Context: an optimization exercise on an open-source flow, tuned for small area. The choices shown serve that exercise and are no tape-out recipe. At most, simulation tests tie the RTL to the original design; equivalence was not proved. For runs 4 and 5, only the layout was checked, not whether the RTL still works. Power figures rest on the tool's default switching activity, not on a simulated workload. The flow treats the clock pin as an ideal source, which a real chip does not have.

## design/flow/design.v

```verilog
`default_nettype none
module sdf_delay_line #(
   parameter int WIDTH         = 24,
   parameter int MAX_DELAY     = 64,
   parameter int ADDR_W        = 6,
   parameter int DEFAULT_DELAY = 8
) (
   input  logic              clk,
   input  logic              rst,
   input  logic              en,
   input  logic              cfg_load,
   input  logic [ADDR_W:0]   delay_sel,
   input  logic [WIDTH-1:0]  dataIn_R,
   input  logic [WIDTH-1:0]  dataIn_I,
   output logic [WIDTH-1:0]  dataOut_R,
   output logic [WIDTH-1:0]  dataOut_I,
   output logic              out_valid,
   output logic [ADDR_W:0]   delay_q
);
   localparam logic [ADDR_W:0] c_max_delay     = (ADDR_W+1)'(MAX_DELAY);
   localparam logic [ADDR_W:0] c_default_delay = (ADDR_W+1)'(DEFAULT_DELAY);
   localparam logic [ADDR_W:0] c_min_delay     = (ADDR_W+1)'(1);
   logic [2*WIDTH-1:0] mem [MAX_DELAY];
   logic [ADDR_W-1:0]  wr_ptr_q,     wr_ptr_d;
   logic [ADDR_W:0]    fill_cnt_q,   fill_cnt_d;
   logic [ADDR_W:0]    delay_d;
   logic [WIDTH-1:0]   dout_r_q,     dout_r_d;
   logic [WIDTH-1:0]   dout_i_q,     dout_i_d;
   logic               out_valid_q,  out_valid_d;
   logic [2*WIDTH-1:0] w_din;
   logic [2*WIDTH-1:0] w_rd;
   logic [ADDR_W:0]    w_delay_clamped;
   logic               w_ptr_last;
   logic               w_line_full;
   logic               w_mem_we;
   assign w_din = {dataIn_R, dataIn_I};
   assign w_rd = mem[wr_ptr_q];
   assign w_ptr_last  = ({1'b0, wr_ptr_q} == (delay_q - c_min_delay));
   assign w_line_full = (fill_cnt_q == delay_q);
   always_comb begin
      w_delay_clamped = delay_sel;
      if (delay_sel == '0) begin
         w_delay_clamped = c_min_delay;
      end else if (delay_sel > c_max_delay) begin
         w_delay_clamped = c_max_delay;
      end
   end
   always_comb begin
      w_mem_we = en && !cfg_load;
   end
   always_comb begin
      delay_d     = delay_q;
      wr_ptr_d    = wr_ptr_q;
      fill_cnt_d  = fill_cnt_q;
      dout_r_d    = dout_r_q;
      dout_i_d    = dout_i_q;
      out_valid_d = 1'b0;
      if (cfg_load) begin
         delay_d    = w_delay_clamped;
         wr_ptr_d   = '0;
         fill_cnt_d = '0;
         dout_r_d   = '0;
         dout_i_d   = '0;
      end else if (en) begin
         wr_ptr_d = w_ptr_last ? '0 : (wr_ptr_q + 1'b1);
         if (w_line_full) begin
            dout_r_d    = w_rd[2*WIDTH-1:WIDTH];
            dout_i_d    = w_rd[WIDTH-1:0];
            out_valid_d = 1'b1;
         end else begin
            dout_r_d   = '0;
            dout_i_d   = '0;
            fill_cnt_d = fill_cnt_q + c_min_delay;
         end
      end
   end
   always_ff @(posedge clk or posedge rst) begin
      if (rst) begin
         delay_q     <= c_default_delay;
         wr_ptr_q    <= '0;
         fill_cnt_q  <= '0;
         dout_r_q    <= '0;
         dout_i_q    <= '0;
         out_valid_q <= 1'b0;
      end else begin
         delay_q     <= delay_d;
         wr_ptr_q    <= wr_ptr_d;
         fill_cnt_q  <= fill_cnt_d;
         dout_r_q    <= dout_r_d;
         dout_i_q    <= dout_i_d;
         out_valid_q <= out_valid_d;
      end
   end
   always_ff @(posedge clk) begin
      if (w_mem_we) begin
         mem[wr_ptr_q] <= w_din;
      end
   end
   assign dataOut_R = dout_r_q;
   assign dataOut_I = dout_i_q;
   assign out_valid = out_valid_q;
endmodule
`default_nettype wire
```

## design/flow/run.sh

```bash
#!/bin/bash
# synth_recipe.tcl (not shown) runs the flow's synth.tcl, then flattens the netlist and writes it again
# the make line also repeats each setting of config.mk as NAME=value (left out here)
make -C /OpenROAD-flow-scripts/flow DESIGN_CONFIG=/design/flow/config.mk WORK_HOME=/design/flow/orfs CLKGATE_MAP_FILE= SYNTH_SCRIPT=/design/flow/synth_recipe.tcl finish
```

## design/flow/config.mk

```make
export PLATFORM = sky130hd
export DESIGN_NAME = sdf_delay_line
export DESIGN_NICKNAME = sdf_delay_line
export VERILOG_FILES = /design/flow/design.v
export SDC_FILE = /design/flow/constraint.sdc
export NUM_CORES = 4
export LEC_CHECK = 0
export CAP_MARGIN = 20
export CORE_MARGIN = 2
export CORE_UTILIZATION = 40
export SLEW_MARGIN = 20
```

## design/flow/constraint.sdc

```tcl
create_clock -name core_clock -period 5.0 [get_ports {clk}]
set_input_delay 1.0000 -clock core_clock [delete_from_list [all_inputs] [get_ports {clk}]]
set_output_delay 1.0000 -clock core_clock [all_outputs]
set_load 0.01 [all_outputs]
```

==> results_dict.tcl, run 1 <==
set metrics [dict create \
    fin_worst_skew_ps 51.8 \
    worst_setup_hold_path_clk_slew_ps 60 \
    synth_top_area_frac 0.763 \
    ys_async_sr_fraction 0.0220 \
    synth_cell_types 54 \
    synth_edf_count 3072 \
    drt_iter0_drc 7863 \
    design.core.area_mm2 0.300 \
    dieArea_mm2 0.307 \
    nFillCells 25135 \
    synthXorXnorAreaFrac 0.00143 \
    cts_made_buffers 326 \
    synth_area_leaders "edfxtp_1 (76%), mux2i_1 (10%), a22oi_1 (3.6%)" \
    ctsRootBufferMaster "clkbuf_16" \
    wl_um 338000 \
    die_x_um 554 \
    synth_compound_area_frac 0.0470 \
    holdWs_ps 497 \
    ctsResizeCount 0 \
    p_leak_nw 44.9 \
    io_buffer_count 114 \
    dp_cells 10412 \
    clk_path_buf_depth 4 \
    ys_ff_latch 3141 \
    drive_above_1_share 0.150 \
    tns_ps 0 \
    final_net_count 6844 \
    clk_latency_ps 890 \
    start_util 0.403 \
    cts_setup_buffers 0 \
    synth_cells 6426 \
    htreeDepth 5 \
    synth.area.mux_share 0.131 \
    synth_top_family_by_area "multiplexers" \
    first_pass_iters 5 \
    synthAdderAreaFrac 0.000310 \
    vdd_drop_max_mv 0.302 \
    clock.fmax_ghz 0.267 \
    critPathKind "reg2reg" \
    grt_pass1_vias 62899 \
    die_height_um 554 \
    grt_usage 0.216 \
    finalCritPeriodShare 0.750 \
    cp_data_arrival_time_ps 4520 \
    vias 63839 \
    ys.flop_type "edfxtp_1" \
    gp_congestion 0.828 \
    postCtsHoldBufs 0 \
    place_ws_ps 804 \
    ys_warn_count 1 \
    setup_violations 0 \
    hold_class "in2async" \
    critPathLaunchType "register" \
    rsz0062_at_grt "no" \
    detail-route-antenna-nets 0 \
    rows 201 \
    worst_slack_ps 1250 \
    clock-sinks 3141 \
    maxCapViolCount 0 \
    hold_violations 0 \
    syn_nets 6488 \
    grt-ovfl-total 0 \
    postSynthAreaPerCell_um2 18.8 \
    timing.slew.headroom 0.265 \
    routedWlPerCell_um 30.7 \
    yosys.area_share.simple 0.0266 \
    viasPerCell 5.80 \
    finalMaxSlewViolations 0 \
    antenna_found_initial 16 \
    ys_seq_area_frac 0.777 \
    tightest_slew_ps 1100 \
    hpwl_um 196000 \
    cellPowerDensity_mw_per_mm2 429 \
    final_cell_mix "edfxtp_1 (3072), mux2i_1 (1247), a22oi_1 (576)" \
    fin_cells 11006 \
    period_needed_ps 3750 \
    drc 0 \
    cp_max_fo 39 \
    critPathRequiredTime_ps 5770 \
    netlist_area_mm2 0.121 \
    yosys.area.top_type "edfxtp_1" \
    status "finished clean" \
    ioPinCount 115 \
    cts_tree "done" \
    layout_commonest_cell "edfxtp_1" \
    crit_path_end_kind "register" \
    area_growth_syn_to_layout_pct 15.5 \
    grt_pass1_wl_um 476000 \
    grt_max_degree 94 \
]
## state kept, by name, summed over array words and instances, names as in the netlist
name and count:
delay_q 7, out_valid_q 1, mem 3072, dout_r_q 24
wr_ptr_q 6, dout_i_q 24, fill_cnt_q 7
## metal layers
metal,vias up,GRT usage,share of wire
li1,26876,-,-
met1,33772,0.300,0.42
met2,2708,0.353,0.48
met3,481,0.0299,0.070
met4,2,0.0666,0.033
met5,-,0,0.000021
## logic make-up (layout without fill, tap and decap cells)
family | Yosys count | in the layout
other | 0 | 5
DFF | 3141 | 3141
and+or+nand+nor | 667 | 667
muxes | 1396 | 1396
adders and majority gates | 3 | 3
AOI/OAI and AO/OA | 804 | 804
buffers and inverters | 397 | 1014
xor gates and xnor gates | 18 | 18
## path summary, 6_finish.rpt
check                              from           end  slack, ps  depth (start not counted)
min reg2reg                dout_r_q[22]  dout_r_q[22]        550                          2
max reg2reg                 wr_ptr_q[0]  dout_i_q[23]       1250                          9
max                         wr_ptr_q[0]  dout_i_q[23]       1250                          9
min                                 rst    delay_q[2]        500                          2
min in group core_clock    dataIn_R[18]   mem[43][42]        540                          1
max in group asynchronous           rst  dout_r_q[11]       3400                          3
## cell usage after synthesis (all sizes together), types with 3 or more instances
| cell type | count |
|---|---|
| xnor2 | 14 |
| mux4 | 147 |
| xor2 | 3 |
| ha | 3 |
| nand3 | 283 |
| buf | 234 |
| inv | 12 |
| nand4 | 92 |
| nor2b | 4 |
| edfxtp | 3072 |
| a22oi | 576 |
| a21oi | 53 |
| dfrtp | 68 |
| clkbuf | 150 |
| or3 | 3 |
| a2bb2oi | 3 |
| nor4 | 3 |
| o21ai | 115 |
| and3 | 5 |
| nor3 | 15 |
| a221oi | 45 |
| nor2 | 124 |
| nand2 | 127 |
| mux2i | 1247 |
## power breakdown
| part | internal (mW) | leakage (nW) | switching (mW) |
|---|---|---|---|
| registers | 29.0 | 28.6 | 0.100 |
| clock network | 14.5 | 5.29 | 10.1 |
| logic | 2.24 | 11.1 | 3.99 |
| total | 45.8 | 44.9 | 14.2 |
## stage by stage
stage	cell area (um2)	total power [mW]	utilization
2_1_floorplan	121000	33.5	-
3_3_place_gp	129000	35.8	0.429
3_5_place_dp	129000	35.9	0.429
4_1_cts	140000	60.3	0.465
5_1_grt	140000	61.6	0.465
6_report	140000	60.0	0.465
## worst max-delay path, stage by stage (launching register included)
cell,delay (ps)
dfrtp_4,820
buf_12,380
buf_12,200
buf_12,280
buf_12,290
mux4_2,580
a22oi_1,280
nand4_1,320
nor2_1,300
o21ai_1,90
## layout make-up
class                      count  area (um2)  share of cell area
timing repair buffer         412        4330              0.0310
antenna                        5        12.5           0.0000896
clock inverter               164        2010              0.0144
clock buffer                 425        8840              0.0633
tap                         3958        4950              0.0355
sequential                  3141       94000               0.673
multi-input combinational   2888       25500               0.183
inverter                      13        51.3            0.000367
==> run 2, diff against run 1 <==
==> design/flow/design.v (replaced) <==
`default_nettype none
module sdf_delay_line #(
   parameter int WIDTH         = 24,
   parameter int MAX_DELAY     = 64,
   parameter int ADDR_W        = 6,
   parameter int DEFAULT_DELAY = 8
) (
   input  logic              clk,
   input  logic              rst,
   input  logic              en,
   input  logic              cfg_load,
   input  logic [ADDR_W:0]   delay_sel,
   input  logic [WIDTH-1:0]  dataIn_R,
   input  logic [WIDTH-1:0]  dataIn_I,
   output logic [WIDTH-1:0]  dataOut_R,
   output logic [WIDTH-1:0]  dataOut_I,
   output logic              out_valid,
   output logic [ADDR_W:0]   delay_q
);
   localparam int W2 = 2*WIDTH;
   localparam logic [ADDR_W:0] c_max_delay     = (ADDR_W+1)'(MAX_DELAY);
   localparam logic [ADDR_W:0] c_default_delay = (ADDR_W+1)'(DEFAULT_DELAY);
   localparam logic [ADDR_W:0] c_min_delay     = (ADDR_W+1)'(1);
   logic [ADDR_W:0]    delay_d;
   logic [ADDR_W:0]    fill_q,       fill_d;      
   logic [WIDTH-1:0]   dout_r_q,     dout_r_d;
   logic [WIDTH-1:0]   dout_i_q,     dout_i_d;
   logic               out_valid_q,  out_valid_d;
   logic [ADDR_W:0]    w_delay_clamped;
   logic [ADDR_W-1:0]  w_sel;                     
   logic               w_full;
   logic [W2-1:0]      w_line_out;
   always_comb begin
      w_delay_clamped = delay_sel;
      if (delay_sel == '0) begin
         w_delay_clamped = c_min_delay;
      end else if (delay_sel > c_max_delay) begin
         w_delay_clamped = c_max_delay;
      end
   end
   assign w_sel  = ADDR_W'(delay_q - c_min_delay);
   assign w_full = (fill_q == '0);
   logic [W2-1:0] stage0;
   logic [W2-1:0] tap [ADDR_W+1];                
   always_ff @(posedge clk) begin
      if (en) begin
         stage0 <= {dataIn_R, dataIn_I};
      end
   end
   assign tap[0] = stage0;
   for (genvar k = 0; k < ADDR_W; k++) begin : g_seg
      localparam int B = ADDR_W-1-k;              
      localparam int L = 1 << B;                  
      logic [L*W2-1:0] seg;
      always_ff @(posedge clk) begin
         if (en) begin
            if (L == 1) begin
               seg <= tap[k];
            end else begin
               seg <= {seg[(L-1)*W2-1:0], tap[k]};
            end
         end
      end
      assign tap[k+1] = w_sel[B] ? seg[L*W2-1 -: W2] : tap[k];
   end
   assign w_line_out = tap[ADDR_W];
   always_comb begin
      delay_d     = delay_q;
      fill_d      = fill_q;
      dout_r_d    = dout_r_q;
      dout_i_d    = dout_i_q;
      out_valid_d = 1'b0;
      if (cfg_load) begin
         delay_d  = w_delay_clamped;
         fill_d   = w_delay_clamped;
         dout_r_d = '0;
         dout_i_d = '0;
      end else if (en) begin
         if (w_full) begin
            dout_r_d    = w_line_out[W2-1:WIDTH];
            dout_i_d    = w_line_out[WIDTH-1:0];
            out_valid_d = 1'b1;
         end else begin
            dout_r_d = '0;
            dout_i_d = '0;
            fill_d   = fill_q - c_min_delay;
         end
      end
   end
   always_ff @(posedge clk or posedge rst) begin
      if (rst) begin
         delay_q     <= c_default_delay;
         fill_q      <= c_default_delay;
         dout_r_q    <= '0;
         dout_i_q    <= '0;
         out_valid_q <= 1'b0;
      end else begin
         delay_q     <= delay_d;
         fill_q      <= fill_d;
         dout_r_q    <= dout_r_d;
         dout_i_q    <= dout_i_d;
         out_valid_q <= out_valid_d;
      end
   end
   assign dataOut_R = dout_r_q;
   assign dataOut_I = dout_i_q;
   assign out_valid = out_valid_q;
endmodule
`default_nettype wire
==> results_dict.tcl, run 2 <==
set metrics [dict create \
    route.met3.wl_um 9690 \
    drc 0 \
    htreeDepth 5 \
    drive_above_1_share 0.121 \
    period_needed_ps 3700 \
    path_cells "clkdlybuf4s50_1" \
    synth_common_cells "edfxtp_1 (3072), nor2_1 (198), nand2b_1 (193)" \
    postCtsHoldBufs 0 \
    layout_commonest_cell "edfxtp_1" \
    crit_path_end_kind "output port" \
    timing.slew.headroom 0.209 \
    ctsRootBufferMaster "clkbuf_16" \
    routedWlPerCell_um 19.7 \
    setup_violations 0 \
    synth_area_leaders "edfxtp_1 (90%), dfrtp_1 (1.5%), nand2b_1 (1.2%)" \
    final_cell_mix "edfxtp_1 (3072), clkbuf_16 (334), nor2_1 (197)" \
    hold_end "g_seg[4].seg[48]" \
    finalCritPeriodShare 0.740 \
    dieArea_mm2 0.261 \
    tightest_slew_ps 1190 \
    ys_warn_count 2 \
    reg2reg_from "delay_q[0]" \
    synth_cells 4634 \
    yosys.area_share.simple 0.0457 \
    ys_async_sr_fraction 0.0201 \
    synthAdderAreaFrac 0.000243 \
    ys_seq_area_frac 0.911 \
    die_x_um 511 \
    cellPowerDensity_mw_per_mm2 482 \
    tns_ps 0 \
    yosys.area.top_type "edfxtp_1" \
    clock-sinks 3135 \
    rows 186 \
    worst_slack_ps 1300 \
    synth_edf_count 3072 \
    hold_class "reg2reg" \
    critPathRequiredTime_ps 4000 \
    hpwl_um 91600 \
    synth_top_family_by_area "simple AND/OR/NAND/NOR gates" \
    top_layer "met4" \
    cp_num_buf_inv 1 \
    clk_latency_ps 940 \
    syn_nets 4695 \
    holdPathStages 0 \
    top_regs "g_seg.seg: 3024 flops, stage0: 48 flops" \
    status "finished clean" \
    slowest_delay_ps 900 \
    wl_um 170000 \
    vdd_drop_max_mv 0.344 \
    ys_ff_latch 3135 \
    grt-ovfl-total 0 \
    finalMaxSlewViolations 0 \
    drt_iter0_drc 4443 \
    hold_violations 0 \
    area_growth_syn_to_layout_pct 15.3 \
    synth_cell_types 51 \
    largest-register "g_seg.seg" \
    ff2ff_setup_slack_ps 1340 \
    cts_tree "done" \
    synth_compound_area_frac 0.0352 \
    cp_data_arrival_time_ps 2700 \
    final_net_count 5054 \
    cts_setup_buffers 0 \
    reg2reg_depth 4 \
    vias 42848 \
    viasPerCell 4.98 \
    synthXorXnorAreaFrac 0.000170 \
    synth.area.mux_share 0.000207 \
    met1_length_um 79300 \
    die_height_um 511 \
    cts_made_buffers 326 \
    synth_most_common_cell "edfxtp_1" \
    grt_pass1_wl_um 255000 \
    p_leak_nw 39.8 \
    grt_max_degree 191 \
    diodes 0 \
    detail-route-antenna-nets 0 \
    hold_path_startpoint "g_seg[4].seg[0]" \
    ioPinCount 115 \
    grt_pass1_vias 42112 \
    gp_congestion 0.793 \
    ctsResizeCount 0 \
    critPathKind "reg2out" \
    crit_family "flip-flops" \
    wl_met2_um 73200 \
    start_util 0.401 \
    netlist_area_mm2 0.103 \
    largest_reg_flops 3024 \
    critPathLaunchType "register" \
    place_ws_ps 1360 \
    first_pass_iters 5 \
    antenna_found_initial 11 \
    design.core.area_mm2 0.256 \
    maxCapViolCount 0 \
    worst_setup_hold_path_clk_slew_ps 60 \
    clock.fmax_ghz 0.270 \
    clk_path_buf_depth 4 \
    cp_max_fo 71 \
    cp_slowest_cell "dfrtp_4" \
    io_buffer_count 114 \
    ys.flop_type "edfxtp_1" \
    postSynthAreaPerCell_um2 22.2 \
    rsz0062_at_grt "no" \
    grt_usage 0.127 \
    reg2reg_to "g_seg[3].seg[36]" \
    synth_top_area_frac 0.896 \
    fin_worst_skew_ps 76.6 \
]
==> run 2: layout make-up <==
class	count	area, um2
fill	21105	138000
tap	3384	4230
multi-input combinational	1319	8460
sequential	3135	93800
clock inverter	145	1390
timing repair buffer	200	2070
clock buffer	408	8650
inverter	11	42.5
==> run 2: how the worst max path moves through the flow <==
stage / start / to / slack (ps) / depth (start not counted)
5_1_grt: delay_q[5] / delay_q[5] / 1180 / 1
4_1_cts: delay_q[5] / delay_q[5] / 1210 / 1
3_3_place_gp: delay_q[0] / g_seg[3].seg[38] / 1390 / 4
6_report: delay_q[5] / delay_q[5] / 1300 / 1
2_1_floorplan: delay_q[0] / g_seg[5].seg[28] / 2270 / 11
3_5_place_dp: delay_q[0] / g_seg[3].seg[32] / 1360 / 4
==> run 2: per-stage QoR <==
step           cell area [um2]  std cells  hold WS (ps)  total power, mW   util
2_1_floorplan           103000       4634           400             33.3      -
3_3_place_gp            109000       8049           400             34.7  0.424
3_5_place_dp            109000       8049           405             34.9  0.424
4_1_cts                 119000       8602           374             58.0  0.463
5_1_grt                 119000       8602           380             59.4  0.463
6_report                119000       8602           367             57.2  0.463
==> run 2: layer usage <==
metal,global-route usage,up-vias
li1,-,19227
met1,0.185,22009
met2,0.179,1229
met3,0.0282,383
met4,0.0622,0
met5,0,-
==> run 2: logic make-up (layout without fill, tap and decap cells) <==
group	Yosys count	in the layout
xor gates and xnor gates	2	2
adders and majority gates	2	2
muxes	2	2
buffers and inverters	180	764
and+or+nand+nor	855	855
AOI/OAI and AO/OA	458	458
DFF	3135	3135
==> run 2: report_power, final <==
group	total (mW)	internal (mW)	switching [mW]
sequential	31.8	31.1	0.679
clock	22.9	13.6	9.29
combinational	2.56	0.757	1.81
total	57.2	45.4	11.8
==> run 3, diff against run 2 <==
--- a/design/flow/config.mk
+++ b/design/flow/config.mk
@@ -5,7 +5,10 @@
 export SDC_FILE = /design/flow/constraint.sdc
 export NUM_CORES = 4
 export LEC_CHECK = 0
+export ABC_AREA = 1
 export CAP_MARGIN = 20
 export CORE_MARGIN = 2
-export CORE_UTILIZATION = 40
+export CORE_UTILIZATION = 70
+export CTS_CLUSTER_DIAMETER = 100
+export CTS_CLUSTER_SIZE = 30
 export SLEW_MARGIN = 20
==> results_dict.tcl, run 3 <==
set metrics [dict create \
    ys_seq_area_frac 0.940 \
    worst_slack_ps 1530 \
    cts_setup_buffers 0 \
    netlist_area_mm2 0.0998 \
    setup_violations 0 \
    largest_reg_flops 3024 \
    clock-sinks 3135 \
    critPathRequiredTime_ps 5650 \
    critPathKind "reg2reg" \
    rsz0062_at_grt "no" \
    io_buffer_count 114 \
    clock.fmax_ghz 0.288 \
    ioPinCount 115 \
    worstSetupStartpoint "delay_q[0]" \
    yosys.area.top_type "edfxtp_1" \
    dp_cells 6398 \
    ff2ff_setup_slack_ps 1530 \
    fin_worst_skew_ps 31.3 \
    p_total_mw 45.0 \
    grt_pass1_vias 34331 \
    crit_path_end "dout_r_q[0]" \
    period_needed_ps 3470 \
    reg2reg_to "dout_r_q[0]" \
    largest-register "g_seg.seg" \
    cpMostUsedCell "nand3_1" \
    grt-ovfl-total 0 \
    final_cell_mix "edfxtp_1 (3072), nand2_1 (542), nand3_1 (211)" \
    syn_nets 4468 \
    finalCritPeriodShare 0.694 \
    design.core.area_mm2 0.142 \
    gp_congestion 0.761 \
    layout_commonest_cell "edfxtp_1" \
    critPathLaunchType "register" \
    ys_warn_count 2 \
    cts_tree "done" \
    antenna_found_initial 9 \
    maxCapViolCount 0 \
    synth_most_common_cell "edfxtp_1" \
    detail-route-antenna-nets 0 \
    drc 0 \
    drt_iter0_drc 4138 \
    slowest_delay_ps 660 \
    vdd_drop_max_mv 0.354 \
    vias 36850 \
    synth_edf_count 3072 \
    grt_usage 0.187 \
    ys_async_sr_fraction 0.0201 \
    crit_path_end_kind "register" \
    synth_cells 4407 \
    die_x_um 382 \
    worst_setup_hold_path_clk_slew_ps 110 \
    status "finished clean" \
    die_height_um 382 \
    placed_area_mm2 0.104 \
    hold_class "reg2reg" \
    first_pass_iters 5 \
    synth_common_cells "edfxtp_1 (3072), nand2_1 (542), nand3_1 (212)" \
    viasPerCell 5.60 \
    dieArea_mm2 0.146 \
    synth_area_leaders "edfxtp_1 (92%), nand2_1 (2.0%), dfrtp_1 (1.5%)" \
    p_leak_nw 36.8 \
    synth_top_area_frac 0.924 \
    grt_max_degree 206 \
    rows 138 \
    grt_pass1_wl_um 204000 \
    final_net_count 4685 \
    cp_data_arrival_time_ps 4110 \
    ys.flop_type "edfxtp_1" \
    place_ws_ps 1510 \
    cp_max_fo 31 \
    tightest_slew_ps 1050 \
    ys_ff_latch 3135 \
    ctsResizeCount 0 \
    synth_cell_types 33 \
    htreeDepth 3 \
    drive_above_1_share 0.0713 \
    hpwl_um 74800 \
    path_cells "inv_4, ha_2, nand3_2, xor2_4, inv_2, buf_4, nand3_1, nand3_1, nand3_1, nand3_1, nand3_1, nand2_1, nand2_1" \
    postCtsHoldBufs 0 \
    reg2reg_depth 13 \
    wl_um 136000 \
    ctsRootBufferMaster "clkbuf_16" \
    clk_latency_ps 770 \
    cellPowerDensity_mw_per_mm2 422 \
    post-route-util 0.755 \
    reg2reg_from "delay_q[0]" \
    timing.slew.headroom 0.300 \
    holdWs_ps 410 \
    area_growth_syn_to_layout_pct 7.02 \
    cts_made_buffers 114 \
    postSynthAreaPerCell_um2 22.7 \
    start_util 0.705 \
    fin_cells 6576 \
    routedWlPerCell_um 20.7 \
    cp_slowest_cell "dfrtp_4" \
    nFillCells 7726 \
    hold_violations 0 \
    top_regs "g_seg.seg: 3024 flops, stage0: 48 flops" \
    postLayoutCellArea_mm2 0.107 \
    finalMaxSlewViolations 0 \
    tns_ps 0 \
    clk_path_buf_depth 3 \
]
run 3: cell types whose count changed in the layout (fill, tap and decap cells not counted), sizes merged, moves of 88 or more:
cell and delta:
clkbuf -238, clkinv -104, inv +105, nand2 +388, nand2b -193, nand3 +289
nor2 -88, o31ai -97
run 3: layer usage:
| layer | global-route usage | share of wire | routed length [um] |
|---|---|---|---|
| met1 | 0.323 | 0.49 | 67300 |
| met2 | 0.262 | 0.43 | 59200 |
| met3 | 0.0255 | 0.051 | 6960 |
| met4 | 0.0418 | 0.021 | 2830 |
| met5 | 0 | 0 | 0 |
run 3: kinds of logic after synthesis:
group / count (synthesis) / synth area share
buf+inv: 197 / 0.00840
fa+ha+maj: 2 / 0.000251
simple gates: 1045 / 0.0496
flops: 3135 / 0.940
xor+xnor: 3 / 0.000414
compound gates: 25 / 0.00138
run 3: worst min path at each step:
| stage | start | endpoint | slack [ps] | cells past startpoint |
|---|---|---|---|---|
| after floorplan | g_seg[0].seg[952] | g_seg[0].seg[1000] | 400 | 0 |
| after global placement | g_seg[1].seg[681] | g_seg[1].seg[729] | 400 | 0 |
| after detailed placement | g_seg[0].seg[959] | g_seg[0].seg[1007] | 400 | 0 |
| after CTS | g_seg[1].seg[530] | g_seg[1].seg[578] | 410 | 0 |
| after global routing | g_seg[0].seg[674] | g_seg[0].seg[722] | 420 | 0 |
| final | g_seg[0].seg[950] | g_seg[0].seg[998] | 410 | 0 |
run 3: final cells by class:
type	instances	area, um2	area share
clock buffers	170	3060	0.0287
flip-flops and latches	3135	93800	0.878
multi-input cells	1075	5210	0.0487
diodes	1	2.50	0.0000234
repair buffers	178	1810	0.0170
clock inverters	7	91.3	0.000855
inverters	120	455	0.00426
well taps	1890	2360	0.0221
run 3: power breakdown:
part	internal [mW]	switching, mW
registers	31.1	0.538
logic	0.559	1.73
clock network	4.30	6.85
total	35.9	9.12
run 3: critical path: cells and delay by family, from the launching register on:
family | cells | cell delay (ps)
DFF | 1 | 660
adders and majority gates | 1 | 220
and+or+nand+nor | 8 | 940
buffers and inverters | 3 | 1330
xor gates and xnor gates | 1 | 170
==> run 4, diff against run 3 <==
--- a/design/flow/design.v
+++ b/design/flow/design.v
@@ -27,7 +27,7 @@
    logic [WIDTH-1:0]   dout_i_q,     dout_i_d;
    logic               out_valid_q,  out_valid_d;
    logic [ADDR_W:0]    w_delay_clamped;
-   logic [ADDR_W-1:0]  w_sel;                     
+   logic [ADDR_W-1:0]  sel_q,        sel_d;       
    logic               w_full;
    logic [W2-1:0]      w_line_out;
    always_comb begin
@@ -38,7 +38,6 @@
          w_delay_clamped = c_max_delay;
       end
    end
-   assign w_sel  = ADDR_W'(delay_q - c_min_delay);
    assign w_full = (fill_q == '0);
    logic [W2-1:0] stage0;
    logic [W2-1:0] tap [ADDR_W+1];                
@@ -61,17 +60,19 @@
             end
          end
       end
-      assign tap[k+1] = w_sel[B] ? seg[L*W2-1 -: W2] : tap[k];
+      assign tap[k+1] = sel_q[B] ? seg[L*W2-1 -: W2] : tap[k];
    end
    assign w_line_out = tap[ADDR_W];
    always_comb begin
       delay_d     = delay_q;
+      sel_d       = sel_q;
       fill_d      = fill_q;
       dout_r_d    = dout_r_q;
       dout_i_d    = dout_i_q;
       out_valid_d = 1'b0;
       if (cfg_load) begin
          delay_d  = w_delay_clamped;
+         sel_d    = ADDR_W'(w_delay_clamped - c_min_delay);
          fill_d   = w_delay_clamped;
          dout_r_d = '0;
          dout_i_d = '0;
@@ -90,12 +91,14 @@
    always_ff @(posedge clk or posedge rst) begin
       if (rst) begin
          delay_q     <= c_default_delay;
+         sel_q       <= ADDR_W'(c_default_delay - c_min_delay);
          fill_q      <= c_default_delay;
          dout_r_q    <= '0;
          dout_i_q    <= '0;
          out_valid_q <= 1'b0;
       end else begin
          delay_q     <= delay_d;
+         sel_q       <= sel_d;
          fill_q      <= fill_d;
          dout_r_q    <= dout_r_d;
          dout_i_q    <= dout_i_d;
==> design/flow/flow/run.sh (new file) <==
#!/bin/bash
# Standard ORFS layout with two changes: a clock tree of larger sink
# clusters and no dummy loads, and port buffers of the smallest buffer cell.
set -euo pipefail
cd "$(dirname "$0")/.."
export CTS_ARGS="-sink_clustering_enable -repair_clock_nets -sink_clustering_size 30 -sink_clustering_max_diameter 100 -dont_use_dummy_load"
export BUFFER_PORTS_ARGS="-buffer_cell sky130_fd_sc_hd__buf_1"
bash standard.sh synth > synth.log 2>&1
bash standard.sh floorplan > floorplan.log 2>&1
bash standard.sh place > place.log 2>&1
bash standard.sh cts > cts.log 2>&1
bash standard.sh route > route.log 2>&1
bash standard.sh finish > finish.log 2>&1
==> design/flow/standard.sh (new file) <==
#!/bin/bash
# synth_recipe.tcl (not shown) runs the flow's synth.tcl, then flattens the netlist and writes it again
# the make line also repeats each setting of config.mk as NAME=value (left out here)
make -C /OpenROAD-flow-scripts/flow DESIGN_CONFIG=/design/flow/config.mk WORK_HOME=/design/flow/orfs CLKGATE_MAP_FILE= SYNTH_SCRIPT=/design/flow/synth_recipe.tcl "${@:-finish}"
removed: design/flow/run.sh
==> results_dict.tcl, run 4 <==
set metrics [dict create \
    worst_setup_hold_path_clk_slew_ps 110 \
    synth_top_area_frac 0.925 \
    setup_violations 0 \
    drc 0 \
    switchingPower_mw 8.47 \
    ys_async_sr_fraction 0.0220 \
    cp_data_arrival_time_ps 3290 \
    largest_reg_flops 3024 \
    hold_class "reg2reg" \
    drive_above_1_share 0.0667 \
    synth_common_cells "edfxtp_1 (3072), nand2_1 (552), nand3_1 (232)" \
    ctsResizeCount 0 \
    grt_pass1_vias 33532 \
    fin_worst_skew_ps 67.7 \
    htreeDepth 3 \
    drt_iter0_drc 3626 \
    slowest_delay_ps 520 \
    routedWlPerCell_um 19.5 \
    grt-ovfl-total 0 \
    power_frac_seq 0.716 \
    final_cell_mix "edfxtp_1 (3072), nand2_1 (552), nand3_1 (232)" \
    gp_congestion 0.738 \
    postSynthAreaPerCell_um2 22.7 \
    tightest_slew_ps 1070 \
    postCtsHoldBufs 0 \
    nFillCells 7724 \
    ys_ff_latch 3141 \
    io_buffer_count 114 \
    first_pass_iters 5 \
    vias 36098 \
    finalMaxSlewViolations 0 \
    synth_most_common_cell "edfxtp_1" \
    rsz0062_at_grt "no" \
    dieArea_mm2 0.145 \
    cts_tree "done" \
    path_cells "clkinv_2, buf_4, buf_4, or2_1, nand3_1, nand3_1, nand3_1, nand3_1, nand2_1, nand2_1" \
    vdd_drop_max_mv 0.405 \
    place_ws_ps 1720 \
    layout_commonest_cell "edfxtp_1" \
    timing.slew.headroom 0.284 \
    detail-route-antenna-nets 0 \
    top_regs "g_seg.seg: 3024 flops, stage0: 48 flops" \
    syn_nets 4456 \
    finalCritPeriodShare 0.537 \
    area_growth_syn_to_layout_pct 6.07 \
    clock-sinks 3141 \
    critPathKind "reg2reg" \
    ctsRootBufferMaster "clkbuf_16" \
    ioPinCount 115 \
    p_int_mw 35.4 \
    critPathRequiredTime_ps 5600 \
    synth_area_leaders "edfxtp_1 (93%), nand2_1 (2.1%), dfrtp_1 (1.6%)" \
    cp_max_fo 26 \
    wl_um 127000 \
    synth_cells 4394 \
    die_height_um 381 \
    clock_power_share 0.245 \
    maxCapViolCount 0 \
    p_sw_frac 0.193 \
    crit_path_end_kind "register" \
    post-route-util 0.748 \
    viasPerCell 5.55 \
    critPathLaunchType "register" \
    clock.fmax_ghz 0.373 \
    cp_slowest_cell "clkinv_2" \
    hold_violations 0 \
    die_x_um 381 \
    start_util 0.705 \
    p_leak_nw 36.2 \
    status "finished clean" \
    tns_ps 0 \
    final_net_count 4682 \
    worst_slack_ps 2320 \
    period_needed_ps 2680 \
    ys.flop_type "edfxtp_1" \
    ys_warn_count 2 \
    grt_usage 0.174 \
    grt_pass1_wl_um 193000 \
    rows 138 \
    dp_cells 6394 \
    antenna_found_initial 15 \
    cellPowerDensity_mw_per_mm2 415 \
    largest-register "g_seg.seg" \
    netlist_area_mm2 0.0997 \
    clk_path_buf_depth 3 \
    hpwl_um 70500 \
    cts_setup_buffers 0 \
    p_comb_frac 0.039 \
    clk_latency_ps 760 \
    grt_max_degree 198 \
    design.core.area_mm2 0.141 \
    synth_edf_count 3072 \
    ys_seq_area_frac 0.943 \
    yosys.area.top_type "edfxtp_1" \
    cts_made_buffers 114 \
    cpMostUsedCell "nand3_1" \
    synth_cell_types 34 \
    fin_cells 6509 \
]
run 4: cell count changes in the layout (fill, tap and decap cells not counted), moves of 4 or more:
cell             change
nand3_2             -71
buf_12               +5
nand3_1             +21
or2_1               +32
buf_4                +4
inv_1               -53
buf_1              +113
clkdlybuf4s50_1    -113
nand2_2             +20
or2_2               +16
clkbuf_1            -56
nand2_1             +10
nor2_2               +8
run 4: worst paths after layout:
check,cells after the start,slack (ps),end,from
setup / recovery,10,2320,dout_r_q[8],sel_q[4]
hold / removal,0,380,g_seg[0].seg[954],g_seg[0].seg[906]
setup reg to reg,10,2320,dout_r_q[8],sel_q[4]
hold reg to reg,0,380,g_seg[0].seg[954],g_seg[0].seg[906]
max in group asynchronous,3,3600,dout_r_q[19],rst
min in group asynchronous,2,440,dout_i_q[1],rst
run 4: layout make-up:
type / count / area (um2) / area share
Antenna cell: 1 / 2.50 / 0.0000237
Clock buffer: 114 / 2850 / 0.0270
Inverter: 66 / 256 / 0.00243
Multi-Input combinational cell: 1110 / 5070 / 0.0479
Sequential cell: 3141 / 94000 / 0.889
Tap cell: 1890 / 2360 / 0.0224
Timing Repair Buffer: 187 / 1220 / 0.0115
run 4: power groups by stage:
stage | logic (mW) | registers (mW) | clock network [mW]
after floorplan | 0.779 | 31.7 | 0
after global placement | 1.69 | 31.9 | 0
after detailed placement | 1.74 | 32.0 | 0
after CTS | 1.75 | 31.4 | 11.3
after global routing | 1.93 | 31.5 | 12.0
final | 1.71 | 31.4 | 10.8
run 4: kinds of logic (layout without fill, tap and decap cells):
group,count (synthesis),in the layout,share of synthesized area
buffers and inverters,143,367,0.00655
adders and majority gates,3,3,0.000377
AOI/OAI and AO/OA,23,23,0.00127
DFF,3141,3141,0.943
xor gates and xnor gates,3,3,0.000264
other,0,1,0
and+or+nand+nor,1081,1081,0.0489
run 4: metrics by stage:
stage | power [mW] | hold slack (ps) | cell area [um2]
2_1_floorplan | 32.5 | 400 | 99700
3_3_place_gp | 33.6 | 400 | 103000
3_5_place_dp | 33.7 | 405 | 103000
4_1_cts | 44.4 | 321 | 106000
5_1_grt | 45.5 | 349 | 106000
6_report | 43.8 | 378 | 106000
run 4: metal layers:
layer | routed length, um | vias up | track usage
met5 | 13 | - | 0
met4 | 2070 | 2 | 0.0414
met3 | 5980 | 139 | 0.0221
met2 | 52100 | 717 | 0.228
met1 | 66500 | 18292 | 0.317
li1 | - | 16948 | -
run 4: critical path: cells and delay by family, from the launching register on:
kind | cells | cell delay [ps]
buffers and inverters | 3 | 1270
DFF | 1 | 360
and+or+nand+nor | 7 | 920
==> run 5, diff against run 4 <==
==> design/flow/flow/run.sh (replaced) <==
#!/bin/bash
# Standard ORFS layout with three changes: port buffers of the smallest
# buffer cell, cells downsized where slack allows after placement, and a
# clock tree of larger sink clusters without dummy loads.
set -euo pipefail
cd "$(dirname "$0")/.."
W=$(pwd)
export CTS_ARGS="-sink_clustering_enable -repair_clock_nets -sink_clustering_size 30 -sink_clustering_max_diameter 100 -dont_use_dummy_load"
export BUFFER_PORTS_ARGS="-buffer_cell sky130_fd_sc_hd__buf_1"
export RESULTS=$W/orfs/results/sky130hd/sdf_delay_line/base
bash standard.sh synth > synth.log 2>&1
bash standard.sh floorplan > floorplan.log 2>&1
bash standard.sh place > place.log 2>&1
openroad -no_init -exit flow/recover.tcl > recover.log 2>&1
bash standard.sh cts > cts.log 2>&1
bash standard.sh route > route.log 2>&1
bash standard.sh finish > finish.log 2>&1
==> design/flow/flow/recover.tcl (new file) <==
# Downsize cells on paths with slack to spare (OpenROAD's power recovery),
# then legalise the placement again. Reads and rewrites the placed design.
set P $::env(FLOW_HOME)/platforms/sky130hd
set R $::env(RESULTS)
read_lef $P/lef/sky130_fd_sc_hd.tlef
read_lef $P/lef/sky130_fd_sc_hd_merged.lef
read_liberty $P/lib/sky130_fd_sc_hd__tt_025C_1v80.lib
read_db $R/3_place.odb
read_sdc $R/3_place.sdc
source $P/setRC.tcl
set_dont_use {sky130_fd_sc_hd__probe_p_8 sky130_fd_sc_hd__probec_p_8 sky130_fd_sc_hd__lpflow_*}
estimate_parasitics -placement
puts "area before [expr {[rsz::design_area] * 1e12}]"
report_worst_slack
repair_timing -recover_power 100 -setup_margin 0.5
puts "area after [expr {[rsz::design_area] * 1e12}]"
report_worst_slack
detailed_placement
check_placement -verbose
write_db $R/3_place.odb
==> results_dict.tcl, run 5 <==
set metrics [dict create \
    status "finished clean" \
    p_comb_frac 0.039 \
    ys_ff_latch 3141 \
    die_height_um 381 \
    area_growth_syn_to_layout_pct 6.27 \
    start_util 0.705 \
    clock.fmax_ghz 0.289 \
    synth_top_family_by_area "simple AND/OR/NAND/NOR gates" \
    detail-route-antenna-nets 0 \
    multi_input_area_mm2 0.00497 \
    yosys.area.top_type "edfxtp_1" \
    maxCapViolCount 0 \
    die_x_um 381 \
    p_int_mw 35.4 \
    yosys.area_share.simple 0.0489 \
    critPathLaunchType "register" \
    dieArea_mm2 0.145 \
    synth_top_area_frac 0.925 \
    nFillCells 7737 \
    synth.area.mux_share 0 \
    drt_iter0_drc 3279 \
    synth_compound_area_frac 0.00127 \
    ioPinCount 115 \
    top_regs "g_seg.seg: 3024 flops, stage0: 48 flops" \
    hpwl_um 70500 \
    first_pass_iters 5 \
    hold_class "in2async" \
    synthAdderAreaFrac 0.000377 \
    routedWlPerCell_um 19.3 \
    synthXorXnorAreaFrac 0.000264 \
    ctsResizeCount 0 \
    p_sw_frac 0.191 \
    synth_edf_count 3072 \
    final_cell_mix "edfxtp_1 (3072), nand2_1 (565), nand3_1 (242)" \
    ys.flop_type "edfxtp_1" \
    finalMaxSlewViolations 0 \
    drive_above_1_share 0.0617 \
    clock-sinks 3141 \
    io_buffer_count 114 \
    synth_cell_types 34 \
    cp_max_fo 18 \
    fin_worst_skew_ps 32.4 \
    finalCritPeriodShare 0.692 \
    htreeDepth 3 \
    ys_warn_count 2 \
    grt_usage 0.172 \
    cts_setup_buffers 0 \
    ys_seq_area_frac 0.943 \
    critPathKind "reg2reg" \
    design.core.area_mm2 0.141 \
    layout_commonest_cell "edfxtp_1" \
    viasPerCell 5.53 \
    netlist_area_mm2 0.0997 \
    gp_congestion 0.738 \
    clk_latency_ps 740 \
    antenna_found_initial 15 \
    postSynthAreaPerCell_um2 22.7 \
    cellPowerDensity_mw_per_mm2 413 \
    ctsRootBufferMaster "clkbuf_16" \
    grt_pass1_wl_um 191000 \
    grt_max_degree 198 \
    holdWs_ps 164 \
    clock_power_share 0.243 \
    cts_tree "done" \
    cp_data_arrival_time_ps 4090 \
    rsz0062_at_grt "no" \
    p_leak_nw 36.3 \
    synth_most_common_cell "edfxtp_1" \
    ys_async_sr_fraction 0.0220 \
    vdd_drop_max_mv 0.401 \
    seqCellArea_mm2 0.0940 \
    timing.slew.headroom 0.283 \
    cts_made_buffers 114 \
    hold_violations 0 \
    switchingPower_mw 8.35 \
    power_frac_seq 0.717 \
    rows 138 \
    synth_cells 4394 \
    grt-ovfl-total 0 \
    place_ws_ps 1720 \
    period_needed_ps 3460 \
    syn_nets 4456 \
    crit_path_end_kind "register" \
    worst_setup_hold_path_clk_slew_ps 110 \
    clk_path_buf_depth 3 \
    final_net_count 4702 \
    synth_common_cells "edfxtp_1 (3072), nand2_1 (552), nand3_1 (232)" \
    critPathRequiredTime_ps 5630 \
    worst_slack_ps 1540 \
    vias 36103 \
    postCtsHoldBufs 0 \
    largest-register "g_seg.seg" \
    tns_ps 0 \
    synth_area_leaders "edfxtp_1 (93%), nand2_1 (2.1%), dfrtp_1 (1.6%)" \
    largest_reg_flops 3024 \
    grt_pass1_vias 33301 \
    wl_um 126000 \
    post-route-util 0.749 \
    drc 0 \
    setup_violations 0 \
    tightest_slew_ps 1080 \
]
[run 5: area by class of cell]
cell class                      count  area share
Timing Repair Buffer              207      0.0143
Sequential cell                  3141       0.887
Inverter                           66     0.00241
Tap cell                         1890      0.0223
Multi-Input combinational cell   1110      0.0469
Clock buffer                      114      0.0269
Antenna cell                        1   0.0000236
[run 5: critical path: stages (launching register included)]
cell	delay, ps
dfrtp_1	540
clkinvlp_2	860
clkbuf_2	640
nand2_1	230
nand3_1	210
nand3_1	270
nand3_1	190
nand3_1	150
nand3_1	80
nand2_1	100
nand2_1	50
[run 5: path summary, 6_finish.rpt]
path                              startpoint                end  slack, ps  cells after the start
setup / recovery                    sel_q[5]        dout_r_q[3]       1540                     10
hold / removal                           rst        dout_i_q[6]        160                      2
setup reg to reg                    sel_q[5]        dout_r_q[3]       1540                     10
hold reg to reg            g_seg[0].seg[479]  g_seg[0].seg[527]        400                      0
max in group asynchronous                rst       dout_r_q[18]       4200                      4
min in group core_clock    g_seg[0].seg[479]  g_seg[0].seg[527]        400                      0
[run 5: metrics by stage]
| stage | power (mW) | cell area (um2) | std cells |
|---|---|---|---|
| floorplan | 32.5 | 99700 | 4394 |
| global placement | 33.6 | 103000 | 6394 |
| detailed placement | 33.7 | 103000 | 6394 |
| CTS | 44.2 | 105000 | 6508 |
| global route | 45.3 | 106000 | 6528 |
| finish | 43.7 | 106000 | 6529 |
[run 5: layer usage]
| layer | share of wire | global-route usage | up-vias | routed length [um] |
|---|---|---|---|---|
| met4 | 0.014 | 0.0386 | 2 | 1770 |
| met2 | 0.41 | 0.227 | 608 | 52000 |
| met1 | 0.53 | 0.311 | 18352 | 66400 |
| met3 | 0.044 | 0.0226 | 130 | 5590 |
| met5 | 0.00010 | 0 | - | 13 |
| li1 | - | - | 17011 | - |
[run 5: cells by family (layout without fill, tap and decap cells)]
logic type	after synthesis	after routing
AOI/OAI and AO/OA	23	23
DFF	3141	3141
buffers and inverters	143	387
and+or+nand+nor	1081	1081
xor gates and xnor gates	3	3
adders and majority gates	3	3
other	0	1
[run 5: power groups by stage]
stage	Combinational [mW]	Clock, mW	Sequential (mW)
after floorplan	0.779	0	31.7
after global placement	1.69	0	31.9
after detailed placement	1.74	0	32.0
after CTS	1.70	11.1	31.4
after global routing	1.94	11.9	31.5
final	1.72	10.6	31.4
==> run 6, diff against run 5 <==
--- a/design/flow/design.v
+++ b/design/flow/design.v
@@ -26,6 +26,7 @@
    logic [WIDTH-1:0]   dout_r_q,     dout_r_d;
    logic [WIDTH-1:0]   dout_i_q,     dout_i_d;
    logic               out_valid_q,  out_valid_d;
+   logic               dphase_q,     dphase_d;    
    logic [ADDR_W:0]    w_delay_clamped;
    logic [ADDR_W-1:0]  sel_q,        sel_d;       
    logic               w_full;
@@ -39,26 +40,38 @@
       end
    end
    assign w_full = (fill_q == '0);
+   logic          phase_q;
+   logic          w_keep;                         
+   logic          w_move;                         
    logic [W2-1:0] stage0;
    logic [W2-1:0] tap [ADDR_W+1];                
+   logic [W2-1:0] w_din_code;
+   assign w_keep     = ~en | cfg_load;
+   assign w_move     = en;
+   assign w_din_code = {dataIn_R, dataIn_I} ^ {W2{phase_q}};
+   always_ff @(posedge clk or posedge rst) begin
+      if (rst) begin
+         phase_q <= 1'b0;
+      end else begin
+         phase_q <= ~phase_q;
+      end
+   end
    always_ff @(posedge clk) begin
-      if (en) begin
-         stage0 <= {dataIn_R, dataIn_I};
-      end
+      stage0 <= ~((w_din_code | {W2{w_keep}}) & (stage0 | {W2{w_move}}));
    end
    assign tap[0] = stage0;
    for (genvar k = 0; k < ADDR_W; k++) begin : g_seg
       localparam int B = ADDR_W-1-k;              
       localparam int L = 1 << B;                  
       logic [L*W2-1:0] seg;
+      logic [L*W2-1:0] seg_in;
+      if (L == 1) begin : g_one
+         assign seg_in = tap[k];
+      end else begin : g_many
+         assign seg_in = {seg[(L-1)*W2-1:0], tap[k]};
+      end
       always_ff @(posedge clk) begin
-         if (en) begin
-            if (L == 1) begin
-               seg <= tap[k];
-            end else begin
-               seg <= {seg[(L-1)*W2-1:0], tap[k]};
-            end
-         end
+         seg <= ~((seg_in | {(L*W2){w_keep}}) & (seg | {(L*W2){w_move}}));
       end
       assign tap[k+1] = sel_q[B] ? seg[L*W2-1 -: W2] : tap[k];
    end
@@ -70,20 +83,24 @@
       dout_r_d    = dout_r_q;
       dout_i_d    = dout_i_q;
       out_valid_d = 1'b0;
+      dphase_d    = dphase_q;
       if (cfg_load) begin
          delay_d  = w_delay_clamped;
          sel_d    = ADDR_W'(w_delay_clamped - c_min_delay);
          fill_d   = w_delay_clamped;
          dout_r_d = '0;
          dout_i_d = '0;
+         dphase_d = 1'b0;
       end else if (en) begin
          if (w_full) begin
             dout_r_d    = w_line_out[W2-1:WIDTH];
             dout_i_d    = w_line_out[WIDTH-1:0];
             out_valid_d = 1'b1;
+            dphase_d    = phase_q;
          end else begin
             dout_r_d = '0;
             dout_i_d = '0;
+            dphase_d = 1'b0;
             fill_d   = fill_q - c_min_delay;
          end
       end
@@ -96,6 +113,7 @@
          dout_r_q    <= '0;
          dout_i_q    <= '0;
          out_valid_q <= 1'b0;
+         dphase_q    <= 1'b0;
       end else begin
          delay_q     <= delay_d;
          sel_q       <= sel_d;
@@ -103,10 +121,11 @@
          dout_r_q    <= dout_r_d;
          dout_i_q    <= dout_i_d;
          out_valid_q <= out_valid_d;
+         dphase_q    <= dphase_d;
       end
    end
-   assign dataOut_R = dout_r_q;
-   assign dataOut_I = dout_i_q;
+   assign dataOut_R = dout_r_q ^ {WIDTH{dphase_q}};
+   assign dataOut_I = dout_i_q ^ {WIDTH{dphase_q}};
    assign out_valid = out_valid_q;
 endmodule
 `default_nettype wire
==> results_dict.tcl, run 6 <==
set metrics [dict create \
    cts_made_buffers 114 \
    wl_um 163000 \
    critPathKind "reg2out" \
    postCtsHoldBufs 0 \
    finalCritPeriodShare 0.631 \
    post-route-util 0.721 \
    synth_edf_count 0 \
    postSynthAreaPerCell_um2 11.2 \
    worst_setup_hold_path_clk_slew_ps 110 \
    io_buffer_count 114 \
    top_regs "g_seg.seg: 3024 flops, stage0: 48 flops" \
    detail-route-antenna-nets 0 \
    die_x_um 369 \
    cts_setup_buffers 0 \
    rows 133 \
    p_total_mw 45.0 \
    synth_cells 8310 \
    finalMaxSlewViolations 0 \
    first_pass_iters 7 \
    grt_pass1_vias 52943 \
    htreeDepth 3 \
    p_leak_nw 36.3 \
    cp_data_arrival_time_ps 2160 \
    routedWlPerCell_um 16.9 \
    synth_area_leaders "dfxtp_1 (66%), o22ai_1 (19%), buf_2 (2.7%)" \
    start_util 0.707 \
    hpwl_um 99100 \
    syn_nets 8372 \
    synth_top_area_frac 0.659 \
    hold_class "in2async" \
    layout_commonest_cell "dfxtp_1" \
    ys_warn_count 2 \
    fin_worst_skew_ps 44.4 \
    holdWs_ps 354 \
    worst_slack_ps 1840 \
    cp_max_fo 49 \
    nFillCells 9714 \
    critPathRequiredTime_ps 4000 \
    vdd_drop_max_mv 0.383 \
    drive_above_1_share 0.0409 \
    drt_iter0_drc 4534 \
    final_net_count 7916 \
    grt_max_degree 279 \
    period_needed_ps 3160 \
    ys_ff_latch 3143 \
    critPathLaunchType "register" \
    clock-sinks 3143 \
    timing.slew.headroom 0.190 \
    viasPerCell 6.13 \
    area_growth_syn_to_layout_pct 1.99 \
    yosys.area.top_type "dfxtp_1" \
    maxCapViolCount 0 \
    tightest_slew_ps 1220 \
    tns_ps 0 \
    cts_tree "done" \
    ys_async_sr_fraction 0.0226 \
    grt_usage 0.232 \
    clock.fmax_ghz 0.317 \
    synth_most_common_cell "dfxtp_1" \
    die_height_um 369 \
    ioPinCount 115 \
    final_cell_mix "dfxtp_1 (3072), o22ai_1 (2824), nand2_1 (549)" \
    hold_violations 0 \
    largest_reg_flops 3024 \
    ys_seq_area_frac 0.678 \
    vias 58954 \
    setup_violations 0 \
    clk_path_buf_depth 3 \
    largest-register "g_seg.seg" \
    grt-ovfl-total 0 \
    ys.flop_type "dfxtp_1" \
    drc 0 \
    ctsRootBufferMaster "clkbuf_16" \
    antenna_found_initial 1 \
    synth_common_cells "dfxtp_1 (3072), o22ai_1 (2817), nand2_1 (550)" \
    crit_path_end_kind "output port" \
    cellPowerDensity_mw_per_mm2 472 \
    clk_latency_ps 750 \
    gp_congestion 0.801 \
    grt_pass1_wl_um 267000 \
    ctsResizeCount 0 \
    status "finished clean" \
    design.core.area_mm2 0.132 \
    dieArea_mm2 0.136 \
    synth_cell_types 33 \
    rsz0062_at_grt "no" \
    place_ws_ps 1550 \
    netlist_area_mm2 0.0933 \
]
-- run 6: changes by cell type after synthesis, sizes merged, moves of 4 or more --
cell	delta
inv	-41
dfxtp	+3072
nand2	-4
xor2	+98
nand3	+147
and2	-48
edfxtp	-3072
buf	+640
clkbuf	+54
o22ai	+2832
o21ai	+242
-- run 6: worst max-delay path: stages (launching register included) --
cell and delay (ps):
dfrtp_4 900, xor2_1 310, buf_1 190
-- run 6: cell families after synthesis --
family / after synthesis / share of synthesized area
AOI/OAI and AO/OA: 3099 / 0.205
xor gates and xnor gates: 99 / 0.00929
and+or+nand+nor: 1171 / 0.0567
DFF: 3143 / 0.678
adders and majority gates: 3 / 0.000402
buffers and inverters: 795 / 0.0501
-- run 6: metrics by stage --
stage / instances / instance area [um2]
floorplan: 8310 / 93300
global placement: 9492 / 92400
detailed placement: 9492 / 92400
CTS: 9605 / 95100
global route: 9607 / 95200
finish: 9610 / 95200
-- run 6: worst paths after layout --
path	startpoint	endpoint	slack, ps	depth (start not counted)
max	dphase_q	dataOut_R[22]	1840	2
min	rst	dout_r_q[16]	350	2
max reg2reg	sel_q[5]	dout_i_q[19]	1930	9
min reg2reg	g_seg[3].seg[5]	g_seg[3].seg[53]	420	1
max in group asynchronous	rst	sel_q[2]	3670	4
min in group core_clock	g_seg[3].seg[5]	g_seg[3].seg[53]	420	1
-- run 6: where the power goes --
part	switching [mW]	internal (mW)
registers	1.65	28.2
logic	2.31	1.83
clock network	6.83	4.10
-- run 6: final cells by class --
| cell class | count | area [um2] | share of cell area |
|---|---|---|---|
| diodes | 3 | 7.51 | 0.0000789 |
| clock buffers | 114 | 2850 | 0.0300 |
| inverters | 24 | 103 | 0.00108 |
| multi-input cells | 4372 | 25300 | 0.266 |
| flip-flops and latches | 3143 | 63300 | 0.665 |
| well taps | 1755 | 2200 | 0.0231 |
| repair buffers | 199 | 1400 | 0.0147 |
-- run 6: per-layer routing --
metal	global-route usage	vias up	routed length (um)
met5	0	-	0
met4	0.0549	0	3120
met3	0.0218	167	4490
met2	0.351	682	70000
met1	0.361	27991	85100
li1	-	30114	-
==> run 7, diff against run 6 <==
--- a/design/flow/design.v
+++ b/design/flow/design.v
@@ -21,7 +21,6 @@
    localparam logic [ADDR_W:0] c_max_delay     = (ADDR_W+1)'(MAX_DELAY);
    localparam logic [ADDR_W:0] c_default_delay = (ADDR_W+1)'(DEFAULT_DELAY);
    localparam logic [ADDR_W:0] c_min_delay     = (ADDR_W+1)'(1);
-   logic [ADDR_W:0]    delay_d;
    logic [ADDR_W:0]    fill_q,       fill_d;      
    logic [WIDTH-1:0]   dout_r_q,     dout_r_d;
    logic [WIDTH-1:0]   dout_i_q,     dout_i_d;
@@ -77,7 +76,6 @@
    end
    assign w_line_out = tap[ADDR_W];
    always_comb begin
-      delay_d     = delay_q;
       sel_d       = sel_q;
       fill_d      = fill_q;
       dout_r_d    = dout_r_q;
@@ -85,7 +83,6 @@
       out_valid_d = 1'b0;
       dphase_d    = dphase_q;
       if (cfg_load) begin
-         delay_d  = w_delay_clamped;
          sel_d    = ADDR_W'(w_delay_clamped - c_min_delay);
          fill_d   = w_delay_clamped;
          dout_r_d = '0;
@@ -107,7 +104,6 @@
    end
    always_ff @(posedge clk or posedge rst) begin
       if (rst) begin
-         delay_q     <= c_default_delay;
          sel_q       <= ADDR_W'(c_default_delay - c_min_delay);
          fill_q      <= c_default_delay;
          dout_r_q    <= '0;
@@ -115,7 +111,6 @@
          out_valid_q <= 1'b0;
          dphase_q    <= 1'b0;
       end else begin
-         delay_q     <= delay_d;
          sel_q       <= sel_d;
          fill_q      <= fill_d;
          dout_r_q    <= dout_r_d;
@@ -124,6 +119,7 @@
          dphase_q    <= dphase_d;
       end
    end
+   assign delay_q   = {1'b0, sel_q} + c_min_delay;
    assign dataOut_R = dout_r_q ^ {WIDTH{dphase_q}};
    assign dataOut_I = dout_i_q ^ {WIDTH{dphase_q}};
    assign out_valid = out_valid_q;
==> design/flow/flow/run.sh (replaced) <==
#!/bin/bash
# Standard ORFS layout with two changes: port buffers of the smallest
# buffer cell, and a clock tree of larger sink clusters driven by
# clkbuf_8, without dummy loads.
set -euo pipefail
cd "$(dirname "$0")/.."
export CTS_ARGS="-sink_clustering_enable -repair_clock_nets -buf_list sky130_fd_sc_hd__clkbuf_8 -sink_clustering_size 18 -sink_clustering_max_diameter 80 -dont_use_dummy_load"
export BUFFER_PORTS_ARGS="-buffer_cell sky130_fd_sc_hd__buf_1"
bash standard.sh synth > synth.log 2>&1
bash standard.sh floorplan > floorplan.log 2>&1
bash standard.sh place > place.log 2>&1
bash standard.sh cts > cts.log 2>&1
bash standard.sh route > route.log 2>&1
bash standard.sh finish > finish.log 2>&1
removed: design/flow/flow/recover.tcl
==> results_dict.tcl, run 7 <==
set metrics [dict create \
    status "finished clean" \
    fin_cells 9666 \
    netlist_area_mm2 0.0919 \
    syn_nets 8358 \
    clock.fmax_ghz 0.286 \
    multi_input_area_mm2 0.0251 \
    postCtsHoldBufs 0 \
    drc 0 \
    layout_commonest_cell "dfxtp_1" \
    p_leak_nw 36.3 \
    dieArea_mm2 0.134 \
    io_buffer_count 114 \
    die_height_um 366 \
    drt_iter0_drc 4296 \
    gp_congestion 0.767 \
    routedWlPerCell_um 17.5 \
    first_pass_iters 5 \
    cp_num_buf_inv 2 \
    grt_pass1_vias 54478 \
    antenna_found_initial 1 \
    crit_path_end "delay_q[5]" \
    ioPinCount 115 \
    nFillCells 9569 \
    yosys.area.top_type "dfxtp_1" \
    drive_above_1_share 0.0502 \
    crit_path_end_kind "output port" \
    worst_setup_hold_path_clk_slew_ps 100 \
    viasPerCell 6.17 \
    synth_most_common_cell "dfxtp_1" \
    hold_class "in2async" \
    grt_max_degree 242 \
    ys_seq_area_frac 0.686 \
    cp_slowest_cell "clkinv_1" \
    cts_setup_buffers 0 \
    vdd_drop_max_mv 0.357 \
    ys.flop_type "dfxtp_1" \
    cp_data_arrival_time_ps 2500 \
    ctsResizeCount 0 \
    finalCritPeriodShare 0.700 \
    synth_common_cells "dfxtp_1 (3072), o22ai_1 (2834), buf_2 (569)" \
    tightest_slew_ps 1140 \
    largest-register "g_seg.seg" \
    top_regs "g_seg.seg: 3024 flops, stage0: 48 flops" \
    fin_worst_skew_ps 79.4 \
    hold_violations 0 \
    design.core.area_mm2 0.130 \
    ys_warn_count 2 \
    final_net_count 7988 \
    period_needed_ps 3500 \
    crit_family "buffers and inverters" \
    reg2reg_depth 10 \
    maxCapViolCount 0 \
    path_cells "clkinv_1, nor3_1, xor2_1, buf_1" \
    synth_area_leaders "dfxtp_1 (67%), o22ai_1 (19%), buf_2 (3.1%)" \
    rsz0062_at_grt "no" \
    largest_reg_flops 3024 \
    reg2reg_to "dout_i_q[16]" \
    rows 132 \
    ys_async_sr_fraction 0.0204 \
    synth_edf_count 0 \
    postSynthAreaPerCell_um2 11.1 \
    htreeDepth 4 \
    finalMaxSlewViolations 0 \
    clk_path_buf_depth 3 \
    cellPowerDensity_mw_per_mm2 468 \
    holdWs_ps 318 \
    clock-sinks 3136 \
    clk_latency_ps 930 \
    start_util 0.707 \
    worst-path-stages 4 \
    tns_ps 0 \
    slowest_delay_ps 490 \
    wl_um 169000 \
    setup_violations 0 \
    synth_top_area_frac 0.669 \
    vias 59655 \
    area_growth_syn_to_layout_pct 3.08 \
    cts_made_buffers 192 \
    critPathRequiredTime_ps 4000 \
    critPathKind "reg2out" \
    seqCellArea_mm2 0.0631 \
    cts_tree "done" \
    timing.slew.headroom 0.241 \
    synth_cell_types 27 \
    detail-route-antenna-nets 0 \
    reg2reg_from "sel_q[4]" \
    cp_max_fo 8 \
    synth_cells 8295 \
    ys_ff_latch 3136 \
    critPathLaunchType "register" \
    grt-ovfl-total 0 \
    final_cell_mix "dfxtp_1 (3072), o22ai_1 (2834), nand2_1 (554)" \
    grt_pass1_wl_um 278000 \
    ctsRootBufferMaster "clkbuf_8" \
    worstSetupStartpoint "sel_q[3]" \
    grt_usage 0.246 \
    hpwl_um 102000 \
    dp_cells 9473 \
    die_x_um 366 \
    ff2ff_setup_slack_ps 1610 \
]
## run 7: how the worst min path moves through the flow
stage                     startpoint               end  slack [ps]  cells past startpoint
floorplan           g_seg[5].seg[23]  g_seg[5].seg[23]         410                      1
global placement    g_seg[3].seg[34]  g_seg[3].seg[34]         420                      1
detailed placement  g_seg[2].seg[26]  g_seg[2].seg[74]         430                      1
CTS                     dataIn_R[14]        stage0[38]         240                      3
global route            dataIn_R[14]        stage0[38]         280                      3
finish                           rst         fill_q[6]         320                      3
## run 7: area by class of cell
cell class / count / area share
flip-flops and latches: 3136 / 0.666
multi-input cells: 4363 / 0.265
clock buffers: 192 / 0.0279
well taps: 1742 / 0.0230
repair buffers: 205 / 0.0169
inverters: 27 / 0.00116
diodes: 1 / 0.0000264
## run 7: power by group
group | switching (mW) | total (mW) | internal [mW]
Clock | 6.92 | 10.4 | 3.45
Combinational | 2.29 | 4.12 | 1.82
Sequential | 1.70 | 29.9 | 28.2
## run 7: cell families (layout without fill, tap and decap cells)
logic type	count (synthesis)	count (layout)	synth area share
DFF	3136	3136	0.686
AOI/OAI and AO/OA	3097	3097	0.207
and+or+nand+nor	1156	1156	0.0553
buffers and inverters	796	424	0.0405
xor gates and xnor gates	106	106	0.0101
adders and majority gates	4	4	0.000544
other	0	1	0
## run 7: through the flow
stage	power (mW)	cell area [um2]	setup slack, ps	utilization
final	44.4	94800	1500	0.729
after global routing	46.4	94800	1330	0.729
after CTS	44.7	94800	1400	0.729
after detailed placement	34.5	92100	1590	0.709
after global placement	34.2	92100	1670	0.709
after floorplan	33.2	91900	2410	-
## run 7: metal layers
layer / wire length (um) / vias to the layer above / global-route usage / share of wire
li1: - / 30178 / - / -
met2: 74700 / 825 / 0.376 / 0.44
met4: 5370 / 0 / 0.0844 / 0.032
met1: 82700 / 28401 / 0.360 / 0.49
met3: 6410 / 251 / 0.0369 / 0.038
met5: 0 / - / 0 / 0
## run 7: worst reg2reg max path, stage by stage (launching register included)
cell      delay (ps)
dfrtp_1          410
clkinv_2         160
buf_4            720
buf_4            520
nand3_1          400
nand3_1          280
nand3_1          190
nand3_1          210
nand3_1           90
nand2_1          200
nand2_1           70

==> what the ideal ports hide <==
The flow's constraints put no driver on any port. The routed layouts listed below were extracted and timed again, unchanged, in two steps. Step 1 assumes that a clkbuf_16 drives the clock port and a buf_2 every other input. Step 2 also shifts input and output timing later by t, the mid clock arrival at the registers, as if the neighbouring blocks saw the same clock. Three values: ideal ports, drivers, drivers and shift; two values: the first two.
| run | shift t [ns] | setup slack, ns | hold WS [ns] | clock arrival spread, ns | worst register clock-pin slew, ns |
|---|---|---|---|---|---|
| run 1 | 0.972 | 1.252 / 1.252 / 0.664 | 0.497 / 0.414 / 0.545 | 0.063 / 0.064 | 0.07 / 0.07 |
| run 2 | 0.992 | 1.300 / 1.217 / 1.344 | 0.367 / 0.367 / 0.367 | 0.098 / 0.098 | 0.06 / 0.06 |
| run 3 | 0.825 | 1.532 / 1.532 / 1.482 | 0.410 / 0.410 / 0.410 | 0.035 / 0.036 | 0.11 / 0.11 |
| run 4 | 0.801 | 2.316 / 2.316 / 1.720 | 0.378 / 0.348 / 0.378 | 0.073 / 0.073 | 0.11 / 0.11 |
| run 5 | 0.800 | 1.539 / 1.539 / 1.497 | 0.164 / 0.110 / 0.402 | 0.042 / 0.041 | 0.11 / 0.11 |
| run 6 | 0.813 | 1.844 / 1.762 / 1.215 | 0.354 / 0.293 / 0.424 | 0.052 / 0.052 | 0.11 / 0.11 |
| run 7 | 0.967 | 1.502 / 1.427 / 1.535 | 0.318 / 0.264 / 0.376 | 0.086 / 0.086 | 0.11 / 0.11 |
After both steps every run listed still meets setup and hold. The setup slack of run 6, which loses most, moves by -0.082 ns with the drivers and by -0.629 ns with both steps.
